This design comes from an exercise in tuning for a short achievable clock period and few clock cycles per item on the open sky130 flow, not from production work.
Where RTL was checked, it was by simulation tests only, not by an equivalence proof against the original.
Only the layout flow was run in run 1; the RTL was not checked for function there.

`flow/config.mk`:
```
export PLATFORM = sky130hd
export DESIGN_NAME = riscv_crypto_sha256_msched
export DESIGN_NICKNAME = riscv_crypto_sha256_msched
export VERILOG_FILES = /design/flow/design.v
export SDC_FILE = /design/flow/constraint.sdc
export NUM_CORES = 4
export LEC_CHECK = 0
export ABC_CLOCK_PERIOD_IN_PS = 2000
export CAP_MARGIN = 20
export CORE_MARGIN = 2
export CORE_UTILIZATION = 60
export PLACE_DENSITY = 0.8
export SETUP_SLACK_MARGIN = 5
export SLEW_MARGIN = 20
```
`flow/constraint.sdc`:
```
create_clock -name core_clock -period 8.0 [get_ports {clk}]
set_input_delay 1.6000 -clock core_clock [delete_from_list [all_inputs] [get_ports {clk}]]
set_output_delay 1.6000 -clock core_clock [all_outputs]
set_load 0.01 [all_outputs]
```
`flow/design.v`:
```
module riscv_crypto_sha256_msched (
  input  logic        clk,
  input  logic        rst,
  input  logic        in_valid,
  output logic        in_ready,
  input  logic [31:0] in_data,
  output logic        out_valid,
  input  logic        out_ready,
  output logic [31:0] out_data,
  output logic [5:0]  out_idx,
  output logic        out_last,
  output logic        busy
);
  localparam int DIN = 2;
  function automatic logic [31:0] sig0(input logic [31:0] x);
    sig0 = {x[6:0], x[31:7]} ^ {x[17:0], x[31:18]} ^ {3'b000, x[31:3]};
  endfunction
  function automatic logic [31:0] sig1(input logic [31:0] x);
    sig1 = {x[16:0], x[31:17]} ^ {x[18:0], x[31:19]} ^ {10'b0, x[31:10]};
  endfunction
  function automatic logic [31:0] ks_sum(input logic [31:0] g0, input logic [31:0] p0);
    logic [31:0] g, p, gn, pn;
    g = g0;
    p = p0;
    for (int l = 0; l < 5; l++) begin
      for (int i = 0; i < 32; i++) begin
        if (i >= (1 << l)) begin
          gn[i] = g[i] | (p[i] & g[i - (1 << l)]);
          pn[i] = p[i] & p[i - (1 << l)];
        end else begin
          gn[i] = g[i];
          pn[i] = p[i];
        end
      end
      g = gn;
      p = pn;
    end
    ks_sum = p0 ^ {g[30:0], 1'b0};
  endfunction
  function automatic logic [63:0] ks_pre2(input logic [31:0] g0, input logic [31:0] p0);
    logic [31:0] g, p, gn, pn;
    g = g0;
    p = p0;
    for (int l = 0; l < 2; l++) begin
      for (int i = 0; i < 32; i++) begin
        if (i >= (1 << l)) begin
          gn[i] = g[i] | (p[i] & g[i - (1 << l)]);
          pn[i] = p[i] & p[i - (1 << l)];
        end else begin
          gn[i] = g[i];
          pn[i] = p[i];
        end
      end
      g = gn;
      p = pn;
    end
    ks_pre2 = {p, g};
  endfunction
  function automatic logic [31:0] ks_fin3(input logic [31:0] pb, input logic [31:0] g2,
                                          input logic [31:0] p2);
    logic [31:0] g, p, gn, pn;
    g = g2;
    p = p2;
    for (int l = 2; l < 5; l++) begin
      for (int i = 0; i < 32; i++) begin
        if (i >= (1 << l)) begin
          gn[i] = g[i] | (p[i] & g[i - (1 << l)]);
          pn[i] = p[i] & p[i - (1 << l)];
        end else begin
          gn[i] = g[i];
          pn[i] = p[i];
        end
      end
      g = gn;
      p = pn;
    end
    ks_fin3 = pb ^ {g[30:0], 1'b0};
  endfunction
  function automatic logic [31:0] maj2(input logic [31:0] a, input logic [31:0] b,
                                       input logic [31:0] c);
    logic [31:0] m;
    m = (a & b) | (a & c) | (b & c);
    maj2 = {m[30:0], 1'b0};
  endfunction
  logic [31:0] fifo_q [DIN];
  logic        f_wp_q, f_rp_q;
  logic [1:0]  f_cnt_q, f_cnt_d;  
  logic        f_ne_q;
  logic        f_le1_q, f_le1_d;  
  logic        in_ready_d;
  logic        in_nrdy_q;      
  logic        in_rdy_q;       
  logic [3:0]  in_cnt_q;
  logic        in15_q;         
  logic        in_hs, pop, push;
  logic        byp;            
  logic        adv_e, take_e;  
  logic [31:0] head;
  localparam int NW = 14;
  logic [31:0] win_q [NW];
  logic [5:0]  n_q, n_d;       
  logic        nlt16_q;        
  logic        n15_q, n63_q;   
  logic        fne_d, nge16_d;
  logic [31:0] bp_q, bg_q, bgp_q;
  logic [63:0] a_pg;
  logic [31:0] x_q;            
  logic [31:0] xp_q, xg_q;     
  logic        adv_q, adv_d;   
  logic [31:0] s1w;
  logic [31:0] w_sum, x_sum, xs, xc;
  logic [4:0]  lag_q, lag_d, lag_t, lag_n;  
  logic        nz_q;           
  logic        lm1_q, lmax_q;  
  logic [NW-1:0] sel_q;        
  logic [31:0] rd_word, tk_word, w_in;
  logic        ov_port_q, ovn_q, ov_i;
  logic [31:0] out_data_q, od_h_q;
  logic [5:0]  out_idx_q, oi_h_q, m_q;
  logic        out_last_q, olh_q;
  logic        m63_q;          
  logic        take;
  logic [1:0]  pend_q, pend_d;
  logic        pend_eq1_q, pend_ge2_q;
  logic        busy_q, busy_d;
  logic        inc, dec;
  assign in_hs = in_valid & in_rdy_q;
  assign head  = fifo_q[f_rp_q];
  assign pop   = adv_q & nlt16_q;
  assign byp   = in_hs & nlt16_q & ~f_ne_q & ~nz_q & ~adv_q & (~ov_i | out_ready);
  assign push  = in_hs & ~byp;
  assign adv_e = adv_q | byp;
  always_comb begin
    s1w = sig1(win_q[0]);
    xs = win_q[3] ^ sig0(win_q[11]) ^ win_q[12];
    xc = maj2(win_q[3], sig0(win_q[11]), win_q[12]);
  end
  assign w_sum = ks_fin3(bp_q, bg_q, bgp_q);
  assign a_pg  = ks_pre2(s1w & x_q, s1w ^ x_q);
  assign x_sum = ks_sum(xg_q, xp_q);
  assign ov_i = ~ovn_q;
  assign take    = (nz_q | adv_q) & (~ov_i | out_ready);
  assign take_e  = take | byp;
  assign w_in    = nlt16_q ? (f_ne_q ? head : in_data) : w_sum;
  assign tk_word = nz_q ? rd_word : w_in;
  always_comb begin
    rd_word = 32'd0;
    for (int i = 0; i < NW; i++) rd_word = rd_word | ({32{sel_q[i]}} & win_q[i]);
  end
  always_comb begin
    f_cnt_d = f_cnt_q + {1'b0, push} - {1'b0, pop};
    case ({pop, push})
      2'b10:   f_le1_d = 1'b1;
      2'b01:   f_le1_d = ~f_ne_q;
      default: f_le1_d = f_le1_q;
    endcase
    n_d     = n_q + {5'd0, adv_e};
    lag_t   = adv_q ? lag_q : lag_q - 5'd1;
    lag_n   = adv_q ? lag_q + 5'd1 : lag_q;
    lag_d   = take ? lag_t : lag_n;
    fne_d   = push | ~f_le1_q | (f_ne_q & ~pop);
    nge16_d = adv_e ? (n15_q | (~nlt16_q & ~n63_q)) : ~nlt16_q;
    adv_d   = (nge16_d | fne_d) &
              ~(take ? 1'b0 : ((lm1_q & adv_q) | lmax_q));
    inc     = in_hs & in15_q;
    dec     = ov_i & out_ready & olh_q;
    pend_d  = pend_q + {1'b0, inc} - {1'b0, dec};
    busy_d  = inc | pend_ge2_q | (pend_eq1_q & ~dec);
    in_ready_d = f_le1_d | ~busy_d;
  end
  always_ff @(posedge clk or posedge rst) begin
    if (rst) begin
      f_wp_q      <= 1'b0;
      f_rp_q      <= 1'b0;
      f_cnt_q     <= 2'd0;
      f_ne_q      <= 1'b0;
      f_le1_q     <= 1'b1;
      in_nrdy_q   <= 1'b0;
      in_rdy_q    <= 1'b1;
      in_cnt_q    <= 4'd0;
      in15_q      <= 1'b0;
      n_q         <= 6'd0;
      nlt16_q     <= 1'b1;
      n15_q       <= 1'b0;
      n63_q       <= 1'b0;
      adv_q       <= 1'b0;
      lag_q       <= 5'd0;
      nz_q        <= 1'b0;
      lm1_q       <= 1'b0;
      lmax_q      <= 1'b0;
      sel_q       <= '0;
      ov_port_q   <= 1'b0;
      ovn_q       <= 1'b1;
      olh_q       <= 1'b0;
      od_h_q      <= 32'd0;
      oi_h_q      <= 6'd0;
      m_q         <= 6'd0;
      m63_q       <= 1'b0;
      pend_q      <= 2'd0;
      pend_eq1_q  <= 1'b0;
      pend_ge2_q  <= 1'b0;
      busy_q      <= 1'b0;
    end else begin
      if (push)  f_wp_q <= ~f_wp_q;
      if (pop)   f_rp_q <= ~f_rp_q;
      f_cnt_q    <= f_cnt_d;
      f_ne_q     <= fne_d;
      f_le1_q    <= f_le1_d;
      in_nrdy_q  <= ~in_ready_d;
      in_rdy_q   <= in_ready_d;
      if (in_hs) begin
        in_cnt_q <= in_cnt_q + 4'd1;
        in15_q   <= (in_cnt_q == 4'd14);
      end
      n_q        <= n_d;
      nlt16_q    <= (n_d[5:4] == 2'b00);
      n15_q      <= (n_d == 6'd15);
      n63_q      <= (n_d == 6'd63);
      adv_q      <= adv_d;
      lag_q      <= lag_d;
      nz_q       <= take ? (lag_t != 5'd0) : (lag_n != 5'd0);
      lm1_q      <= take ? (lag_t == 5'(NW - 1)) : (lag_n == 5'(NW - 1));
      lmax_q     <= take ? 1'b0 : (lag_n == 5'(NW));
      if (take) begin
        if (~adv_q) sel_q <= {1'b0, sel_q[NW-1:1]};
      end else begin
        if (adv_q)  sel_q <= {sel_q[NW-2:0], ~nz_q};
      end
      ov_port_q  <= take_e | (ov_i & ~out_ready);
      ovn_q      <= ~(take_e | (ov_i & ~out_ready));
      if (take_e) begin
        olh_q    <= m63_q;
        od_h_q   <= tk_word;
        oi_h_q   <= m_q;
        m_q      <= m_q + 6'd1;
        m63_q    <= (m_q == 6'd62);
      end
      pend_q     <= pend_d;
      pend_eq1_q <= (pend_d == 2'd1);
      pend_ge2_q <= pend_d[1];
      busy_q     <= busy_d;
    end
  end
  always_ff @(posedge clk) begin
    if (push) fifo_q[f_wp_q] <= in_data;
    out_data_q <= take_e ? tk_word : od_h_q;
    out_idx_q  <= take_e ? m_q     : oi_h_q;
    out_last_q <= take_e ? m63_q   : olh_q;
    if (adv_e) begin
      bp_q  <= s1w ^ x_q;
      bg_q  <= a_pg[31:0];
      bgp_q <= a_pg[63:32];
      win_q[0] <= w_in;
      for (int i = 1; i < NW; i++) win_q[i] <= win_q[i-1];
      x_q  <= x_sum;
      xp_q <= xs ^ xc;
      xg_q <= xs & xc;
    end
  end
  assign in_ready  = ~in_nrdy_q;
  assign out_valid = ov_port_q;
  assign out_data  = out_data_q;
  assign out_idx   = out_idx_q;
  assign out_last  = out_last_q;
  assign busy      = busy_q;
endmodule
```
`flow/flow/run.sh`:
```
#!/bin/bash
# Standard synthesis and placement; then each output port's flop is moved next
# to its port buffer and placement re-legalized; then the rest of the standard
# ORFS layout. repair_timing aims at a larger setup margin.
set -euo pipefail
M=5.4
bash standard.sh synth > synth.log 2>&1
bash standard.sh SETUP_SLACK_MARGIN=$M place > place.log 2>&1
PLACE_ODB=$PWD/orfs/results/$FLOW_PLATFORM/riscv_crypto_sha256_msched/base/3_place.odb \
  openroad -no_init -exit flow/move_io_flops.tcl > move_io_flops.log 2>&1
bash standard.sh SETUP_SLACK_MARGIN=$M finish > layout.log 2>&1
```
`flow/flow/move_io_flops.tcl`:
```
# Move each output port's driving flop (and any single-fanout cells between it
# and the port buffer) next to the port buffer, then legalize.
set odb $::env(PLACE_ODB)
read_db $odb
set block [ord::get_db_block]
set moved 0
foreach bt [$block getBTerms] {
  if {[$bt getIoType] ne "OUTPUT"} { continue }
  set net [$bt getNet]
  if {$net eq "NULL"} { continue }
  # the port buffer drives the port net
  set drv ""
  foreach it [$net getITerms] { if {[$it isOutputSignal]} { set drv $it } }
  if {$drv eq ""} { continue }
  set buf [$drv getInst]
  set bx [lindex [$buf getLocation] 0]; set by [lindex [$buf getLocation] 1]
  set cur $buf
  for {set hop 0} {$hop < 3} {incr hop} {
    # the single input net of cur
    set innet ""
    foreach it [$cur getITerms] {
      if {[$it isInputSignal]} {
        set m [[$it getMTerm] getName]
        if {$m eq "CLK" || $m eq "RESET_B" || $m eq "SET_B"} { continue }
        set n [$it getNet]
        if {$n ne "NULL"} { lappend innet $n }
      }
    }
    if {[llength $innet] != 1} { break }
    set n [lindex $innet 0]
    set d ""
    set nload 0
    foreach it [$n getITerms] { if {[$it isOutputSignal]} { set d $it } else { incr nload } }
    if {$d eq "" || $nload != 1} { break }
    set prev [$d getInst]
    $prev setLocation $bx $by
    $prev setPlacementStatus PLACED
    incr moved
    set master [[$prev getMaster] getName]
    if {[string match "*df*" $master]} { break }
    set cur $prev
  }
}
puts "moved $moved cells"
detailed_placement
check_placement -verbose
write_db $odb
```
`flow/standard.sh`:
```
#!/bin/bash
# synth_recipe.tcl (not shown) runs the flow's synth.tcl, then flattens the netlist and writes it again
# the make line also repeats each setting of config.mk as NAME=value (left out here)
make -C /OpenROAD-flow-scripts/flow DESIGN_CONFIG=/design/flow/config.mk WORK_HOME=/design/flow/orfs CLKGATE_MAP_FILE= SYNTH_SCRIPT=/design/flow/synth_recipe.tcl "${@:-finish}"
```
==> qor.yml, run 1 <==
crit_path_end_kind: "primary output"
place_congestion: 0.9172
fin_crit_sh_pct: 34.27
clock-root-buffer: "clkbuf_16"
first_global_vias: 21480
clk_pin_slew_worst_paths_ns: 0.06
async_flop_share_pct: 11.45
synth-seq-cells: 830
rows: 87
fin_nets: 2674
cp-start-kind: "flop"
ys_types: 71
clk_path_buf_depth: 3
syn_inst: 2373
finalSetupTns_ns: 0
fillers: 3356
synth-main-ff-cell: "edfxtp_1"
fp.dieArea_um2: 59040
synth_edf_count: 696
critical_path_required_ns: 6.40
vias: 21995
drc: 0
finalSetupViolations: 0
die_h_um: 243.0
postRouteAntennaNets: 0
cts_tree: "built"
drive_gt1_share_pct: 16.30
dp_hpwl_um: 54870
synthTopCellsByArea: "edfxtp_1 (61%), dfrtp_1 (6.6%), xnor2_1 (3.6%), ha_1 (2.7%), a22oi_1 (2.4%)"
diodes: 0
avgSynthCellArea_um2: 14.44
synth_warnings: 2
cts_inserted_buffers: 81
hold_viol: 0
yosysTopAreaCell: "edfxtp_1"
seq_area_frac_synth_pct: 70.22
syn_area_um2: 34270
rsz0062_at_grt: "yes"
min_path_cells: 0
routed_wl_um: 93300
die_w_um: 243.0
r2r_slack_ns: 5.29
status: "finished clean"
finalCriticalPeriod_ns: 2.742
synth_top_area_share_pct: 60.99
path_cells: "inv_1, buf_6"
drtPass1Iterations: 6
start_util_pct: 60.78
cpMaxStageDelayCell: "dfrtp_1"
layout_commonest_cell: "edfxtp_1"
path_max_fanout: 1
fin_util_pct: 71.69
final_max_slew_viol_count: 0
crit_type: "reg2out"
max_slew.worst_pin.slew_ns: 0.9295
whs_ns: 0.4222
routedWlPerCell_um: 27.79
maxCapViolations: 0
final.setup_skew_ns: 0.02164
first_iter_violations: 3541
worstPathArrival_ns: 1.14
grt_use_total_pct: 30.98
insertion_delay_ns: 0.63
io_buffers: 77
relSlewSlack_pct: 37.69
grt_max_degree: 83
viasPerCell: 6.552
core_um2: 56390
clock_sinks: 830
slowest_delay_ns: 0.37
clock.fmax_mhz: 364.7
final_cell_mix: "edfxtp_1 (696), nand2_1 (205), inv_1 (146), xnor2_1 (136), a22oi_1 (108)"
area_growth_syn_to_layout_pct: 17.96
hold_class: "reg2reg"
grt_pass1_wl_um: 135200
syn_nets: 2514
cts_max_level: 3
antenna_found_initial: 4
ios: 78
grt_overflow: 0
r2r_cells: 9
==> stage by stage <==
step                std cells  area, um2  worst slack, ns
finish                   3357      40420            5.258
global route             3357      40420            5.220
CTS                      3331      39860            5.223
detailed placement       3127      35970            3.535
global placement         3127      35970            3.598
floorplan                2373      34510           -15.96
==> registers in the layout, summed over array words and instances, names as in the netlist, 14 cells and up <==
register / cells
out_data_q: 32
xg_q: 30
od_h_q: 32
bp_q: 31
bg_q: 31
bgp_q: 28
fifo_q: 64
xp_q: 32
x_q: 32
sel_q: 14
win_q: 448
==> cells in the mapped netlist, drive strengths merged (51+ instances only) <==
library cell / count
edfxtp: 696
nand2: 208
inv: 149
xnor2: 142
o21ai: 112
a22oi: 109
clkbuf: 91
dfrtp: 91
nor2: 79
ha: 74
a21oi: 70
xor2: 59
nand3: 51
==> layer usage <==
metal	vias to the layer above	global-route usage (%)	routed length (um)
li1	9262	-	-
met5	-	0	0
met4	0	14.92	4557
met3	279	8.636	12370
met2	1624	47.28	42710
met1	10830	41.51	33660
==> worst paths after layout <==
kind | startpoint | to
max reg2reg | xg_q[13] | x_q[29]
max in group asynchronous | rst | sel_q[9]
max | in_nrdy_q | in_ready
min | xp_q[1] | x_q[1]
min in group asynchronous | rst | lmax_q
min reg2reg | xp_q[1] | x_q[1]
==> cell families (layout without fill, tap and decap cells) <==
logic type	Yosys count	count (layout)	synth area share, %
flops	830	830	70.22
compound gates	533	533	11.01
simple gates	415	416	5.287
buf+inv	255	482	2.841
xor+xnor	201	201	5.137
fa+ha+maj	105	105	4.513
mux	34	34	0.9931
==> cell type report <==
type | instances | area, um2 | area share, %
Timing Repair Buffer | 179 | 2118 | 5.240
Multi-Input combinational cell | 1289 | 9926 | 24.55
Inverter | 150 | 573.1 | 1.418
Clock buffer | 119 | 2430 | 6.011
Clock inverter | 32 | 305.3 | 0.7552
Sequential cell | 830 | 24110 | 59.65
Tap cell | 756 | 945.9 | 2.340
Timing Repair inverter | 2 | 12.51 | 0.03095
==> worst max-delay path: cells and delay by family (launching register included) <==
| family | cells | cell delay [ns] |
|---|---|---|
| flip-flops | 1 | 0.37 |
| buffers and inverters | 2 | 0.16 |
==> repair_timing <==
action                     4_1_cts  5_1_grt
setup endpoints to repair      926      488
buffers inserted                35       22
hold buffers                     0        0
pin swaps                       33       30
gates cloned                    18        4
gates resized for setup        339       81
==> inputs of run 2 (changes only) <==
--- a/flow/design.v
+++ b/flow/design.v
@@ -17,25 +17,6 @@
   endfunction
   function automatic logic [31:0] sig1(input logic [31:0] x);
     sig1 = {x[16:0], x[31:17]} ^ {x[18:0], x[31:19]} ^ {10'b0, x[31:10]};
-  endfunction
-  function automatic logic [31:0] ks_sum(input logic [31:0] g0, input logic [31:0] p0);
-    logic [31:0] g, p, gn, pn;
-    g = g0;
-    p = p0;
-    for (int l = 0; l < 5; l++) begin
-      for (int i = 0; i < 32; i++) begin
-        if (i >= (1 << l)) begin
-          gn[i] = g[i] | (p[i] & g[i - (1 << l)]);
-          pn[i] = p[i] & p[i - (1 << l)];
-        end else begin
-          gn[i] = g[i];
-          pn[i] = p[i];
-        end
-      end
-      g = gn;
-      p = pn;
-    end
-    ks_sum = p0 ^ {g[30:0], 1'b0};
   endfunction
   function automatic logic [63:0] ks_pre2(input logic [31:0] g0, input logic [31:0] p0);
     logic [31:0] g, p, gn, pn;
@@ -105,7 +86,8 @@
   logic [31:0] bp_q, bg_q, bgp_q;
   logic [63:0] a_pg;
   logic [31:0] x_q;            
-  logic [31:0] xp_q, xg_q;     
+  logic [31:0] xp_q, xg_q, xgp_q;
+  logic [63:0] x_pg;
   logic        adv_q, adv_d;   
   logic [31:0] s1w;
   logic [31:0] w_sum, x_sum, xs, xc;
@@ -137,7 +119,8 @@
   end
   assign w_sum = ks_fin3(bp_q, bg_q, bgp_q);
   assign a_pg  = ks_pre2(s1w & x_q, s1w ^ x_q);
-  assign x_sum = ks_sum(xg_q, xp_q);
+  assign x_sum = ks_fin3(xp_q, xg_q, xgp_q);
+  assign x_pg  = ks_pre2(xs & xc, xs ^ xc);
   assign ov_i = ~ovn_q;
   assign take    = (nz_q | adv_q) & (~ov_i | out_ready);
   assign take_e  = take | byp;
@@ -253,8 +236,9 @@
       win_q[0] <= w_in;
       for (int i = 1; i < NW; i++) win_q[i] <= win_q[i-1];
       x_q  <= x_sum;
-      xp_q <= xs ^ xc;
-      xg_q <= xs & xc;
+      xp_q  <= xs ^ xc;
+      xg_q  <= x_pg[31:0];
+      xgp_q <= x_pg[63:32];
     end
   end
   assign in_ready  = ~in_nrdy_q;
--- a/flow/config.mk
+++ b/flow/config.mk
@@ -8,7 +8,6 @@
 export ABC_CLOCK_PERIOD_IN_PS = 2000
 export CAP_MARGIN = 20
 export CORE_MARGIN = 2
-export CORE_UTILIZATION = 60
-export PLACE_DENSITY = 0.8
+export CORE_UTILIZATION = 40
 export SETUP_SLACK_MARGIN = 5
 export SLEW_MARGIN = 20
==> run 2 against run 1 <==
Net effect: still clean; first-iteration DRC count fell by 28%; core utilization fell by 23 points; flip-flop and latch count rose by 26; via count rose by 1.4%; clock skew fell by 0.0014 ns; area after synthesis rose by 3.1%; maximum frequency fell by 0.75%; global-route usage fell by 9.2 points; setup slack got worse by 0.021 ns; wire length rose by 9.3%; critical endpoint unchanged; highest routed layer unchanged.
==> qor.yml, run 2 <==
status: "finished clean"  # unchanged
largest_reg_flops: 448  # unchanged
diodes: 0  # unchanged
ios: 78  # unchanged
grt_pass1_wl_um: 146100  # was 135200 um
drc: 0  # unchanged
r2r_slack_ns: 5.39  # was 5.29 ns
biggestRegsByFlops: "win_q x448, fifo_q x64"  # unchanged
setup_ws_ns: 5.237  # was 5.258 ns
hold_class: "reg2reg"  # unchanged
top_layer_used: "met4"  # unchanged
finalCriticalPeriod_ns: 2.763  # was 2.742 ns
largest-register: "win_q"  # unchanged
grt_max_degree: 75  # was 83
first_global_vias: 22250  # was 21.48k
die_h_um: 301.1  # was 243.0 um
path_max_fanout: 1  # unchanged
avgSynthCellArea_um2: 14.31  # was 14.44 um2
synth-seq-cells: 856  # was 830
cts_max_level: 3  # unchanged
syn_inst: 2468  # was 2373
yosys-top-cells-count: "edfxtp_1 (722), nand2_1 (224), inv_1 (151)"  # was edfxtp_1 (696), nand2_1 (208), inv_1 (149)
crit_type: "reg2out"  # unchanged
wl_met2_um: 47120  # was 42710 um
cts_inserted_buffers: 88  # was 81
maxCapViolations: 0  # unchanged
finalSetupViolations: 0  # unchanged
critical_path_required_ns: 6.40  # about the same
synth_edf_count: 722  # was 696
clk_path_buf_depth: 3  # unchanged
synth-main-ff-cell: "edfxtp_1"  # unchanged
clock-root-buffer: "clkbuf_16"  # unchanged
fin_nets: 2800  # was 2674
clock.fmax_mhz: 362.0  # was 364.7 MHz
syn_area_um2: 35320  # was 34270 um2
clk_pin_slew_worst_paths_ns: 0.06  # about the same
drive_gt1_share_pct: 15.70  # was 16.30%
seq_area_frac_synth_pct: 70.35  # was 70.22%
clock_sinks: 856  # was 830
grt_use_total_pct: 21.80  # was 30.98%
synth_top_area_share_pct: 61.39  # was 60.99%
hold_viol: 0  # unchanged
critPathCapture: "in_ready"  # unchanged
relSlewSlack_pct: 27.90  # was 37.69%
dp_hpwl_um: 62740  # was 54870 um
layout_commonest_cell: "edfxtp_1"  # unchanged
yosysTopAreaCell: "edfxtp_1"  # unchanged
wl_met3_um: 8708  # was 12370 um
cts_tree: "built"  # unchanged
r2r_cells: 7  # was 9
whs_ns: 0.4221  # was 0.4222 ns
vias: 22293  # was 22.00k
area_growth_syn_to_layout_pct: 19.85  # was 17.96%
final_max_slew_viol_count: 0  # unchanged
postRouteAntennaNets: 0  # unchanged
max_slew.worst_pin.slew_ns: 1.076  # was 0.9295 ns
synthMostInstantiatedCell: "edfxtp_1"  # unchanged
cp-start-kind: "flop"  # unchanged
dp.cells: 3628  # was 3127
cp-startpoint: "in_nrdy_q"  # unchanged
fin_crit_sh_pct: 34.53  # was 34.27%
async_flop_share_pct: 11.10  # was 11.45%
routedWlPerCell_um: 26.22  # was 27.79 um
routed_wl_um: 101900  # was 93300 um
crit_path_end_kind: "primary output"  # unchanged
rsz0062_at_grt: "yes"  # unchanged
viasPerCell: 5.735  # was 6.552
rows: 108  # was 87
reg2reg_to: "xg_q[11]"  # was x_q[29]
core_um2: 87160  # was 56390 um2
grt_overflow: 0  # unchanged
worstPathArrival_ns: 1.16  # was 1.14 ns
cts_hold_buf: 0  # unchanged
min_from: "xp_q[1]"  # unchanged
fp.dieArea_um2: 90680  # was 59040 um2
wl_met1_um: 42570  # was 33660 um
start_util_pct: 40.52  # was 60.78%
final.setup_skew_ns: 0.02021  # was 0.02164 ns
place_ws_ns: 3.248  # was 3.535 ns
r2r_start: "win_q[11][16]"  # was xg_q[13]
fin_cells: 3887  # was 3357
synthTopCellsByArea: "edfxtp_1 (61%), dfrtp_1 (6.4%), xnor2_1 (3.3%), ha_1 (2.6%), a22oi_1 (2.5%)"  # was edfxtp_1 (61%), dfrtp_1 (6.6%), xnor2_1 (3.6%), ha_1 (2.7%), a22oi_1 (2.4%)
final_cell_mix: "edfxtp_1 (722), nand2_1 (220), inv_1 (148), xnor2_1 (118), a22oi_1 (116)"  # was edfxtp_1 (696), nand2_1 (205), inv_1 (146), xnor2_1 (136), a22oi_1 (108)
syn_nets: 2608  # was 2514
die_w_um: 301.1  # was 243.0 um
ys_types: 64  # was 71
antenna_found_initial: 2  # was 4
io_buffers: 77  # unchanged
drtPass1Iterations: 8  # was 6
first_iter_violations: 2540  # was 3541
synth_warnings: 2  # unchanged
insertion_delay_ns: 0.65  # was 0.63 ns
place_congestion: 0.8792  # was 0.9172
## run 2: cell types whose count changed in the layout (fill, tap and decap cells not counted), moves of 15 or more
cell       previous run  this run
a21oi_1              61       102
nor2_1               70       104
edfxtp_1            696       722
xnor2_1             136       118
clkbuf_16            92       107
nand2_1             205       220
## run 2: layout make-up
| class | count | area, um2 |
|---|---|---|
| tap | 1155 | 1445 |
| inverter | 153 | 585.6 |
| fill | 7369 | 44830 |
| sequential | 856 | 24880 |
| timing repair buffer | 198 | 2482 |
| timing repair inverter | 1 | 5.005 |
| clock buffer | 108 | 2381 |
| multi-input combinational | 1362 | 10040 |
| clock inverter | 54 | 501.7 |
## run 2: layer usage
layer	up-vias	global-route usage, %
met5	-	0
met4	0	7.605
met3	198	3.833
met2	1101	34.40
met1	11355	30.47
li1	9639	-
## run 2: stage by stage
stage	setup TNS (ns)	area (um2)	utilization [%]
6_report	0	42320	48.56
3_3_place_gp	0	37450	42.97
4_1_cts	0	41110	47.17
2_1_floorplan	-0.05828	35420	-
3_5_place_dp	0	37450	42.97
5_1_grt	0	42320	48.56
## run 2: worst min path at each step
stage                     endpoint  slack (ns)  cells past startpoint
after global placement      x_q[1]        0.40                      0
after detailed placement    x_q[1]        0.41                      0
after floorplan             x_q[0]        0.40                      0
final                       x_q[1]        0.42                      0
after CTS                   x_q[1]        0.42                      0
after global routing        x_q[0]        0.44                      0
## run 2: worst max-delay path, cell delays in order (launching register included)
cell and delay (ns):
dfrtp_1 0.36, inv_1 0.07, buf_6 0.10
## run 2: what timing repair did
item	CTS	global route
endpoints found under the setup margin	970	375
resized for setup	281	113
cloned	14	25
buffers inserted	34	24
pin swaps	12	16
## run 2: kinds of logic after synthesis
| logic type | Yosys count | synth area share (%) |
|---|---|---|
| adders and majority gates | 104 | 4.344 |
| buffers and inverters | 253 | 2.859 |
| and+or+nand+nor | 453 | 5.474 |
| xor gates and xnor gates | 204 | 5.059 |
| DFF | 856 | 70.35 |
| AOI/OAI and AO/OA | 561 | 10.86 |
| muxes | 37 | 1.052 |
Testbench counts of run 2, summed over its fixed seeds: cycles 4,104, items 4,096.
==> inputs of run 3 (changes only) <==
--- a/flow/config.mk
+++ b/flow/config.mk
@@ -8,6 +8,7 @@
 export ABC_CLOCK_PERIOD_IN_PS = 2000
 export CAP_MARGIN = 20
 export CORE_MARGIN = 2
-export CORE_UTILIZATION = 40
+export CORE_UTILIZATION = 60
+export PLACE_DENSITY = 0.8
 export SETUP_SLACK_MARGIN = 5
 export SLEW_MARGIN = 20
==> run 3 against run 2 <==
Net effect: still clean on timing, DRC and antenna; wire length down 2.5%; global-route usage rose by 11 points; clock-buffer cell count increased by 17; via count up 3.5%; register-to-register slack lost 0.07 ns; worst hold slack improved by 0.025 ns.
==> qor.yml, run 3 <==
grt_use_total_pct: 32.39  # was 21.80%
r2r_slack_ns: 5.32  # was 5.39 ns
min_path_cells: 0  # unchanged
cts_hold_buf: 0  # unchanged
seq_area_frac_synth_pct: 70.35  # unchanged
core_um2: 57920  # was 87160 um2
yosys-top-cells-count: "edfxtp_1 (722), nand2_1 (224), inv_1 (151)"  # unchanged
final_cell_mix: "edfxtp_1 (722), nand2_1 (220), inv_1 (145), xnor2_1 (118), a22oi_1 (116)"  # was edfxtp_1 (722), nand2_1 (220), inv_1 (148), xnor2_1 (118), a22oi_1 (116)
cts_tree: "built"  # unchanged
cp_num_buf_inv: 2  # unchanged
finalSetupViolations: 0  # unchanged
final.setup_skew_ns: 0.04121  # was 0.02021 ns
drive_gt1_share_pct: 14.27  # was 15.70%
fin_nets: 2777  # was 2800
yosysTopAreaCell: "edfxtp_1"  # unchanged
min_to: "win_q[5][8]"  # was x_q[1]
synth_warnings: 2  # unchanged
cts_max_level: 3  # unchanged
clock-root-buffer: "clkbuf_16"  # unchanged
cpLargestDelayFamily: "flip-flops"  # unchanged
path_cells: "inv_2, buf_6"  # was inv_1, buf_6
ys_types: 64  # unchanged
crit_path_end_kind: "primary output"  # unchanged
worstPathArrival_ns: 1.16  # about the same
whs_ns: 0.4468  # was 0.4221 ns
r2r_start: "win_q[11][12]"  # was win_q[11][16]
routedWlPerCell_um: 28.65  # was 26.22 um
synth-seq-cells: 856  # unchanged
dp.cells: 3239  # was 3628
relSlewSlack_pct: 24.51  # was 27.90%
r2r_cells: 10  # was 7
critical_path_required_ns: 6.40  # about the same
grt_overflow: 0  # unchanged
clock_sinks: 856  # unchanged
maxCapViolations: 0  # unchanged
io_buffers: 77  # unchanged
syn_nets: 2608  # unchanged
viasPerCell: 6.651  # was 5.735
clk_pin_slew_worst_paths_ns: 0.06  # about the same
hold_class: "reg2reg"  # unchanged
finalSetupTns_ns: 0  # unchanged
layout_commonest_cell: "edfxtp_1"  # unchanged
drtPass1Iterations: 9  # was 8
first_global_vias: 22607  # was 22.25k
clock.fmax_mhz: 362.9  # was 362.0 MHz
clk_path_buf_depth: 3  # unchanged
setup_ws_ns: 5.244  # was 5.237 ns
synthMostInstantiatedCell: "edfxtp_1"  # unchanged
grt_max_degree: 62  # was 75
place_ws_ns: 3.403  # was 3.248 ns
dp_hpwl_um: 60370  # was 62740 um
fillers: 3533  # was 7369
diodes: 0  # unchanged
die_w_um: 246.6  # was 301.1 um
largest-register: "win_q"  # unchanged
synth-main-ff-cell: "edfxtp_1"  # unchanged
status: "finished clean"  # unchanged
antenna_found_initial: 3  # was 2
ios: 78  # unchanged
start_util_pct: 60.98  # was 40.52%
drc: 0  # unchanged
avgSynthCellArea_um2: 14.31  # unchanged
min_from: "win_q[4][8]"  # was xp_q[1]
syn_area_um2: 35320  # unchanged
die_h_um: 246.6  # was 301.1 um
finalCriticalPeriod_ns: 2.756  # was 2.763 ns
async_flop_share_pct: 11.10  # unchanged
postRouteAntennaNets: 0  # unchanged
fin_cells: 3470  # was 3887
max_slew.worst_pin.slew_ns: 1.121  # was 1.076 ns
largest_reg_flops: 448  # unchanged
insertion_delay_ns: 0.66  # was 0.65 ns
rsz0062_at_grt: "yes"  # unchanged
reg2reg_to: "xg_q[29]"  # was xg_q[11]
cp-start-kind: "flop"  # unchanged
synth_top_area_share_pct: 61.39  # unchanged
synth_edf_count: 722  # unchanged
cts_inserted_buffers: 83  # was 88
place_congestion: 0.9278  # was 0.8792
first_iter_violations: 3631  # was 2540
final_max_slew_viol_count: 0  # unchanged
vias: 23079  # was 22.29k
crit_type: "reg2out"  # unchanged
path_max_fanout: 1  # unchanged
cpMaxStageDelayCell: "dfrtp_1"  # unchanged
rows: 88  # was 108
biggestRegsByFlops: "win_q x448, fifo_q x64"  # unchanged
grt_pass1_wl_um: 143000  # was 146100 um
routed_wl_um: 99400  # was 101900 um
synthTopCellsByArea: "edfxtp_1 (61%), dfrtp_1 (6.4%), xnor2_1 (3.3%), ha_1 (2.6%), a22oi_1 (2.5%)"  # unchanged
syn_inst: 2468  # unchanged
fin_crit_sh_pct: 34.45  # was 34.53%
slowest_delay_ns: 0.38  # was 0.36 ns
fp.dieArea_um2: 60810  # was 90680 um2
hold_viol: 0  # unchanged
area_growth_syn_to_layout_pct: 16.21  # was 19.85%
## run 3: cell types whose count changed in the layout (fill, tap and decap cells not counted), moves of 6 or more
cell | before | now
clkinv_2 | 20 | 9
clkbuf_8 | 4 | 10
clkinv_1 | 17 | 9
clkbuf_16 | 107 | 91
clkbuf_1 | 13 | 32
buf_6 | 40 | 33
## run 3: through the flow
step           instance area, um2  util (%)
2_1_floorplan               35420         -
3_3_place_gp                36960     63.81
3_5_place_dp                36960     63.81
4_1_cts                     40290     69.56
5_1_grt                     41040     70.86
6_report                    41040     70.86
## run 3: what timing repair did
action                     CTS  global route
gates cloned                14             7
resized for setup          291            83
pin swaps                   12            18
setup buffers               25            32
setup endpoints to repair  943           448
## run 3: final cells by class
type / count / area [um2] / area share [%]
multi-input combinational: 1362 / 9987 / 24.34
tap: 765 / 957.2 / 2.332
timing repair buffer: 179 / 1991 / 4.851
sequential: 856 / 24880 / 60.63
clock buffer: 125 / 2357 / 5.744
inverter: 153 / 581.8 / 1.418
clock inverter: 28 / 271.5 / 0.6616
timing repair inverter: 2 / 12.51 / 0.03049
## run 3: cells by family after synthesis
kind of cell	Yosys count	synth area share (%)
and+or+nand+nor	453	5.474
buffers and inverters	253	2.859
adders and majority gates	104	4.344
DFF	856	70.35
xor gates and xnor gates	204	5.059
AOI/OAI and AO/OA	561	10.86
muxes	37	1.052
## run 3: routing by layer
layer / vias up / track usage, % / part of all wire [%]
li1: 9588 / - / -
met1: 11331 / 43.20 / 35
met3: 313 / 7.691 / 12
met2: 1845 / 51.20 / 47
met4: 2 / 14.23 / 5.1
met5: - / 0 / 0.016
## run 3: worst max path at each step
stage                   endpoint  slack, ns  startpoint  depth (start not counted)
finish                  in_ready       5.24   in_nrdy_q                          2
global route            in_ready       5.20   in_nrdy_q                          2
CTS                     in_ready       5.21   in_nrdy_q                          2
detailed placement   win_q[1][8]       3.40   out_ready                          6
global placement    win_q[8][13]       3.49   out_ready                          6
floorplan                  n63_q      -0.06   out_ready                          9

afterwards: timing with drivers on the ports:
The flow's constraints put no driver on any port. The routed layouts listed below were extracted and timed again, unchanged, in two steps. Step 1: set_driving_cell puts a clkbuf_16 on clk and a buf_2 on each other input, an assumption about the parent block. Step 2 adds t to the input delays and takes it off the output delays; t is the mean of the earliest and latest rising clock arrival at the registers after step 1. Input paths then give back, and output paths get back, about the clock's delay inside the block. Slacks: ideal / step 1 / step 2; pairs: ideal / step 1.
| run | shift t [ns] | slack for setup (ns) | worst setup path at the end |
|---|---|---|---|
| run 1 | 0.678 | 5.258 / 5.195 / 4.643 | input to register |
| run 2 | 0.704 | 5.237 / 5.170 / 4.612 | input to register |
| run 3 | 0.704 | 5.244 / 5.181 / 4.619 | input to register |
After both steps every run listed still meets setup and hold.
